What follows belongs to an exercise in optimizing a design on an open flow for small area, a short achievable clock period and few clock cycles per item; a production flow would make more cautious choices.
Only simulation tests tie the RTL to the original design; equivalence was not proved.
Power figures rest on the tool's default switching activity, not on a simulated workload.

## flow/design.v (module list and top-level ports; edited modules follow where they fit)
// module neurona_mac: 1739 lines
// module neurona_mac_sal8: 19 lines
// module neurona_mac_fa: 10 lines
// module neurona_mac_c42: 17 lines
// module neurona_mac_c32: 16 lines
// module neurona_mac_ha: 9 lines
module neurona_mac #(
    parameter int Signo     = 1,
    parameter int Magnitud  = 7,
    parameter int Precision = 24,
    parameter int Width     = Signo + Magnitud + Precision,
    parameter int NEntradas = 4
) (
    input  logic             CLK,
    input  logic             RST,
    input  logic             Inicio,
    input  logic [Width-1:0] Sesgo,
    input  logic             EntradaValida,
    input  logic [Width-1:0] Entrada,
    input  logic [Width-1:0] Peso,
    output logic             Ocupado,
    output logic             Listo,
    output logic [Width-1:0] Salida,
    output logic             Error
);
  // ...
==> flow/flow/run.sh <==
#!/bin/bash
set -euo pipefail
MARGIN=$(cat flow/margin.txt)
bash standard.sh SETUP_SLACK_MARGIN=$MARGIN \
  "BUFFER_PORTS_ARGS=-buffer_cell sky130_fd_sc_hd__buf_1" \
  finish > orfs_make.log 2>&1
==> flow/flow/margin.txt <==
9.7
==> flow/standard.sh <==
#!/bin/bash
# synth_recipe.tcl (not shown) runs the flow's synth.tcl, then flattens the netlist and writes it again
# the make line also repeats each setting of config.mk as NAME=value (left out here)
make -C /OpenROAD-flow-scripts/flow DESIGN_CONFIG=/design/flow/config.mk WORK_HOME=/design/flow/orfs CLKGATE_MAP_FILE= SYNTH_SCRIPT=/design/flow/synth_recipe.tcl "${@:-finish}"
==> flow/config.mk <==
export PLATFORM = sky130hd
export DESIGN_NAME = neurona_mac
export DESIGN_NICKNAME = neurona_mac
export VERILOG_FILES = /design/flow/design.v
export SDC_FILE = /design/flow/constraint.sdc
export NUM_CORES = 4
export LEC_CHECK = 0
export CAP_MARGIN = 20
export CORE_MARGIN = 2
export CORE_UTILIZATION = 40
export CTS_BUF_LIST = sky130_fd_sc_hd__clkbuf_8
export SLEW_MARGIN = 20
export SYNTH_HIERARCHICAL = 1
export TNS_END_PERCENT = 0
==> flow/constraint.sdc <==
create_clock -name core_clock -period 13.5 [get_ports {CLK}]
set_input_delay 2.7000 -clock core_clock [delete_from_list [all_inputs] [get_ports {CLK}]]
set_output_delay 2.7000 -clock core_clock [all_outputs]
set_load 0.01 [all_outputs]
==> flow_summary.ini, run 1 <==
[final_layout]
n_all_inverters = 66
multi_input_area_um2 = 26400
design_area_um2 = 36600
area_growth_pct = 9.81
nClkBuffers = 62
multi_input_comb_cells = 2544

[power_and_ir_drop]
p_per_area_nw_per_um2 = 114
pg_clk_mw = 1.00
pwr-share-clk = 0.241
power_combinational_mw = 2.08
finalPower_mw = 4.18

[critical_path]
startpoint = two1_q[9]
cp_common_cell = fa_1

[timing]
finalSetupViolations = 0
slew_headroom = 0.275
fmax_ghz = 0.241
fin_worst_skew_ps = 86.3
setup_tns_ps = 0
period_share = 0.308

[synth]
ys_warn_count = 9
synth_top_family_by_area = adder cells
ys_types = 82
seq_area_frac_synth = 0.183
syn_area_um2 = 33300

[clock_tree]
clk_latency_ps = 700
htreeDepth = 2
cts_buffer_depth = 3

[place]
dp_hpwl_um = 70700
port_buffers = 134
postPlaceCellArea_um2 = 34700

[drt]
drc = 0

[global_routing]
grt_pass1_wl_um = 165000
antenna_found_initial = 4
grt_max_degree = 68

[run_status]
status = complete, no violations

[die]
core_um2 = 82400
Testbench counts, summed over its fixed seeds: cycles 3,584, items 512.
==> run 2: changes to the inputs <==
--- a/flow/design.v
+++ b/flow/design.v
@@ -44,44 +44,50 @@
             else if (toma) cuenta_q <= cuenta_q + 3'd1;
             v1_q <= toma;
             l1_q <= toma && (cuenta_q == 3'(NEntradas - 1));
             v2_q <= v1_q;
             l2_q <= l1_q;
         end
     end
     localparam bit GATE = 1;
-    localparam bit GATE_NEG = 1;   
-    localparam bit GATE_DIG = 1;   
+    localparam bit GATE_NEG = 0;   
     logic [31:0] e1_q;
     logic        sg1_q;
+    logic [31:0] e1n_q;
+    always_ff @(posedge CLK) e1n_q <= ~Entrada;
     logic [15:0] one1_q, two1_q, neg1_q;
     logic [32:0] wx;
     logic [15:0] one_d, two_d;
     assign wx = {Peso, 1'b0};
     always_comb begin
         for (int i = 0; i < 16; i++) begin
             one_d[i] = wx[2*i+1] ^ wx[2*i];
             two_d[i] = (wx[2*i+2] & ~wx[2*i+1] & ~wx[2*i]) | (~wx[2*i+2] & wx[2*i+1] & wx[2*i]);
         end
     end
     always_ff @(posedge CLK) begin
         sg1_q  <= Entrada[31] ^ Peso[31];
-        e1_q   <= toma ? Entrada : 32'd0;
-        one1_q <= toma ? one_d : 16'd0;
-        two1_q <= toma ? two_d : 16'd0;
-        for (int i = 0; i < 16; i++) neg1_q[i] <= toma & Peso[2*i+1];
+        e1_q   <= Entrada;
+        one1_q <= one_d & {16{toma}};
+        two1_q <= two_d & {16{toma}};
+        for (int i = 0; i < 16; i++) neg1_q[i] <= Peso[2*i+1];
     end
-    logic [33:0] ex;
+    logic [33:0] ex, ey;
     assign ex = {e1_q[31], e1_q, 1'b0};
+    assign ey = {~e1n_q[31], ~e1n_q, 1'b0};
+    localparam int SPLIT = 99;   
     logic [32:0] pp [16];
     always_comb begin
         for (int i = 0; i < 16; i++)
             for (int j = 0; j < 33; j++)
-                pp[i][j] = ((one1_q[i] & ex[j+1]) | (two1_q[i] & ex[j])) ^ neg1_q[i];
+                if (i < 8)
+                    pp[i][j] = ((one1_q[i] & ex[j+1]) | (two1_q[i] & ex[j])) ^ neg1_q[i];
+                else
+                    pp[i][j] = ((one1_q[i] & ey[j+1]) | (two1_q[i] & ey[j])) ^ neg1_q[i];
     end
     wire pps0 = ~pp[0][32];
     wire pps1 = ~pp[1][32];
     wire pps2 = ~pp[2][32];
     wire pps3 = ~pp[3][32];
     wire pps4 = ~pp[4][32];
     wire pps5 = ~pp[5][32];
     wire pps6 = ~pp[6][32];
==> flow/config.mk (replaced) <==
export PLATFORM = sky130hd
export DESIGN_NAME = neurona_mac
export DESIGN_NICKNAME = neurona_mac
export VERILOG_FILES = /design/flow/design.v
export SDC_FILE = /design/flow/constraint.sdc
export NUM_CORES = 4
export LEC_CHECK = 0
export CAP_MARGIN = 20
export CORE_MARGIN = 2
export CORE_UTILIZATION = 40
export SLEW_MARGIN = 20
export SYNTH_HIERARCHICAL = 1
export TNS_END_PERCENT = 0
==> run 2 against run 1 <==
  * Combinational power rose to 3.9 times the previous value
  * Hold slack improved by 12 ps
  * Cell count increased by 0.49%
  * Maximum frequency rose by 0.36%
  * Critical path depth rose by 2
  * Sequential share of layout area grew 1.6 points
  * Clock-buffer cell count is 15 lower
  * Routed wire length increased by 0.30%
  * Highest routed layer unchanged
  * Register-to-register slack barely moved
  * Still clean
==> flow_summary.ini, run 2 <==
[run_status]
status = complete, no violations

[critical_path]
crit_path_end_kind = flip-flop
cp.arrival_ps = 4560
startpoint = two1_q[3]
reg2reg_from = two1_q[3]
required_ps = 13910
critical_path_class = reg -> reg
worst_r2r_path_depth = 9
critPathMaxFanout = 32
rrSetupSlack_ps = 9360
r2r_end = cl2_q
startpoint_type = flip-flop
crit_end = cl2_q

[final_layout]
area_growth_pct = 9.52
largest_register_ff_count = 52
layout.nets = 3955
mostFrequentLayoutCells = 468 x fa_1, 324 x xnor2_1, 288 x xor2_1, 253 x dfxtp_1
layout.cells.non_filler = 4314
fillCellCount = 7995
diodes = 0
reg.largest.list = r1_q x52, r0_q x51, acc_q x35
top_register = r1_q
mostFrequentLayoutCell = fa_1
drive_gt1_frac = 0.0881

[place]
port_buffers = 134
dp_cells = 4217
dp_hpwl_um = 73200
routabilityCongestion = 0.889

[clock_tree]
cts_buffer_depth = 3
clk_pin_slew_worst_paths_ps = 60
numCtsBuffers = 38
cts_num_sinks = 325
cts_tree = built
cts_root_buffer = clkbuf_16
postCtsHoldBufs = 0
htreeDepth = 2
clk_latency_ps = 590

[synth]
synthTopCellsByArea = fa_1 28%, dfxtp_1 17%, xnor2_1 8.5%, xor2_1 7.5%, ha_1 6.7%
seq_area_frac_synth = 0.201
ys_warn_count = 9
synth_edf_count = 0
synth_ff_type = dfxtp_1
synth_most_common_cell = fa_1
netlist.top_cell.by_area = fa_1
syn_area_um2 = 33500
synth.avg_cell_area_um2 = 10.3
ys_types = 77
ys_ff_latch = 325
synthArstFlopShare = 0.135
netlist_instances = 3270
ys_top_cells_by_count = 470 x fa_1, 326 x xnor2_1, 289 x xor2_1
synth_top_area_frac = 0.281

[timing]
rsz0062_at_grt = yes
tightestPinTransition_ps = 1060
fmax_ghz = 0.241
fin_worst_skew_ps = 28.0
period_share = 0.307
slew_violations = 0
finalSetupViolations = 0
slew_headroom = 0.287
period_needed_ps = 4140
hold_violations = 0
setup_tns_ps = 0

[drt]
wl_um = 108000
drt_iter0_drc = 2719
ant_nets = 0
wl_per_cell_um = 25.0
vias = 25600
drc = 0
viasPerCell = 5.92
first_pass_iters = 6

[global_routing]
globalRouteOverflowTotal = 0
grt_pass1_vias = 26300
antenna_found_initial = 1
grt_max_degree = 78
grt_pass1_wl_um = 165000
track_usage = 0.249

[power_and_ir_drop]
finalPower_mw = 10.7
p_per_area_nw_per_um2 = 292
cellLeakagePower_nw = 14.3
ir_drop_v = 0.000293

[die]
die_h_um = 294
design.die.area_um2 = 86200
core_um2 = 83300
placementRows = 106
pin_count = 135
fp.dieW_um = 294
initial_utilization = 0.403

[min_path]
worst_hold_path_type = reg -> reg

[flow_run]
maxCapViolations = 0
[run 2: changes by cell type after synthesis, sizes merged, moves of 11 or more]
cell,change
nand3b,-16
clkbuf,+30
a22oi,-251
nor2,+43
a21oi,-14
o22ai,+248
dfxtp,+32
a21o,+11
inv,+45
xor2,+245
and2,-48
buf,-12
xnor2,-245
or3b,-14
[run 2: power by group]
| group | internal (mW) | total [mW] | switching [mW] |
|---|---|---|---|
| sequential | 1.28 | 1.57 | 0.288 |
| combinational | 3.32 | 8.11 | 4.80 |
| clock | 0.611 | 1.06 | 0.446 |
| total | 5.21 | 10.7 | 5.53 |
[run 2: kinds of logic after synthesis]
group | synth area share
fa+ha+maj | 0.348
simple gates | 0.0573
compound gates | 0.163
other cells | 0.000112
buf+inv | 0.0511
flops | 0.201
xor+xnor | 0.161
mux | 0.0191
[run 2: cell type report]
class	count	area, um2	share of cell area
multi-input cells	2520	25700	0.699
flip-flops and latches	325	6770	0.184
well taps	1080	1350	0.0368
repair buffers	209	1210	0.0330
clock buffers	47	1070	0.0291
inverters	110	420	0.0114
clock inverters	22	216	0.00589
repair inverters	1	7.51	0.000204
[run 2: modules after synthesis (local to each module, per instance)]
| module | copies in the design | flops+latches | cells | area (um2) |
|---|---|---|---|---|
| neurona_mac_sal8 | 4 | 0 | 55 | 348 |
| neurona_mac_ha | 80 | 0 | 1 | 12.5 |
| neurona_mac_fa | 467 | 0 | 1 | 20.0 |
| neurona_mac | 1 | 325 | 2503 | 21800 |
[run 2: timing repair]
action | CTS | global route
buffers inserted | 20 | 0
resized for setup | 65 | 32
endpoints found under the setup margin | 155 | 161
pin swaps | 25 | 1
gates cloned | 6 | 1
[run 2: layer usage]
| metal | GRT usage | wire, um | vias to the layer above | share of wire |
|---|---|---|---|---|
| met2 | 0.374 | 46300 | 1471 | 0.43 |
| met5 | 0 | 12 | - | 0.00011 |
| met4 | 0.0769 | 3150 | 2 | 0.029 |
| met1 | 0.339 | 45700 | 12600 | 0.42 |
| met3 | 0.0826 | 12700 | 227 | 0.12 |
| li1 | - | - | 11200 | - |
[run 2: per-stage QoR]
step | instance area, um2 | worst slack (ps) | hold WS (ps) | util
2_1_floorplan | 33700 | 9730 | 310 | -
3_3_place_gp | 34600 | 8310 | 332 | 0.416
3_5_place_dp | 34600 | 8260 | 335 | 0.416
4_1_cts | 36600 | 9460 | 348 | 0.440
5_1_grt | 36700 | 9320 | 364 | 0.441
6_report | 36700 | 9360 | 347 | 0.441
[run 2: critical path: stages (launching register included)]
cell and delay [ps]:
dfxtp_2 900, a22oi_1 230, xnor2_1 200, fa_1 490
fa_1 530, fa_1 430, ha_1 300, ha_1 300
o2111ai_1 90, o21ai_0 480
[run 2: how the worst min path moves through the flow]
stage / startpoint / slack, ps / cells after the start / endpoint
4_1_cts: l1_q / 350 / 0 / l2_q
5_1_grt: v1_q / 360 / 0 / v2_q
2_1_floorplan: sg1_q / 310 / 0 / sg2_q
3_3_place_gp: v1_q / 330 / 0 / v2_q
3_5_place_dp: l1_q / 330 / 0 / l2_q
6_report: l1_q / 350 / 0 / l2_q
Testbench counts of run 2, summed over its fixed seeds: cycles 3,584, items 512.

[port drivers added, routing unchanged]
The results above use ideal ports. As a check the final layouts listed here were re-extracted and re-timed, cells and wires unchanged.
Step 1 (the two cells are an assumption about what drives the block):
set clk [get_ports {CLK}]
set_driving_cell -lib_cell sky130_fd_sc_hd__clkbuf_16 $clk
set_driving_cell -lib_cell sky130_fd_sc_hd__buf_2 [delete_from_list [all_inputs] $clk]
Step 2 adds t to the input delays and takes it off the output delays; t is the mean of the earliest and latest rising clock arrival at the registers after step 1. Input paths then give back, and output paths get back, about the clock's delay inside the block.
Three values: ideal ports, drivers, drivers and shift; two values: the first two.
run | t, ns | setup slack, ns | worst setup path at the end | worst register clock-pin slew, ns | cell pins on the clock port's net
run 1 | 0.723 | 9.344 / 9.344 / 8.990 | input to register | 0.07 / 0.07 | 1
run 2 | 0.638 | 9.359 / 9.359 / 9.266 | input to register | 0.07 / 0.07 | 1
After both steps every run listed still meets setup and hold. For run 1, which loses most, drivers alone change the setup slack by 0.000 ns; drivers and shift together by -0.354 ns.
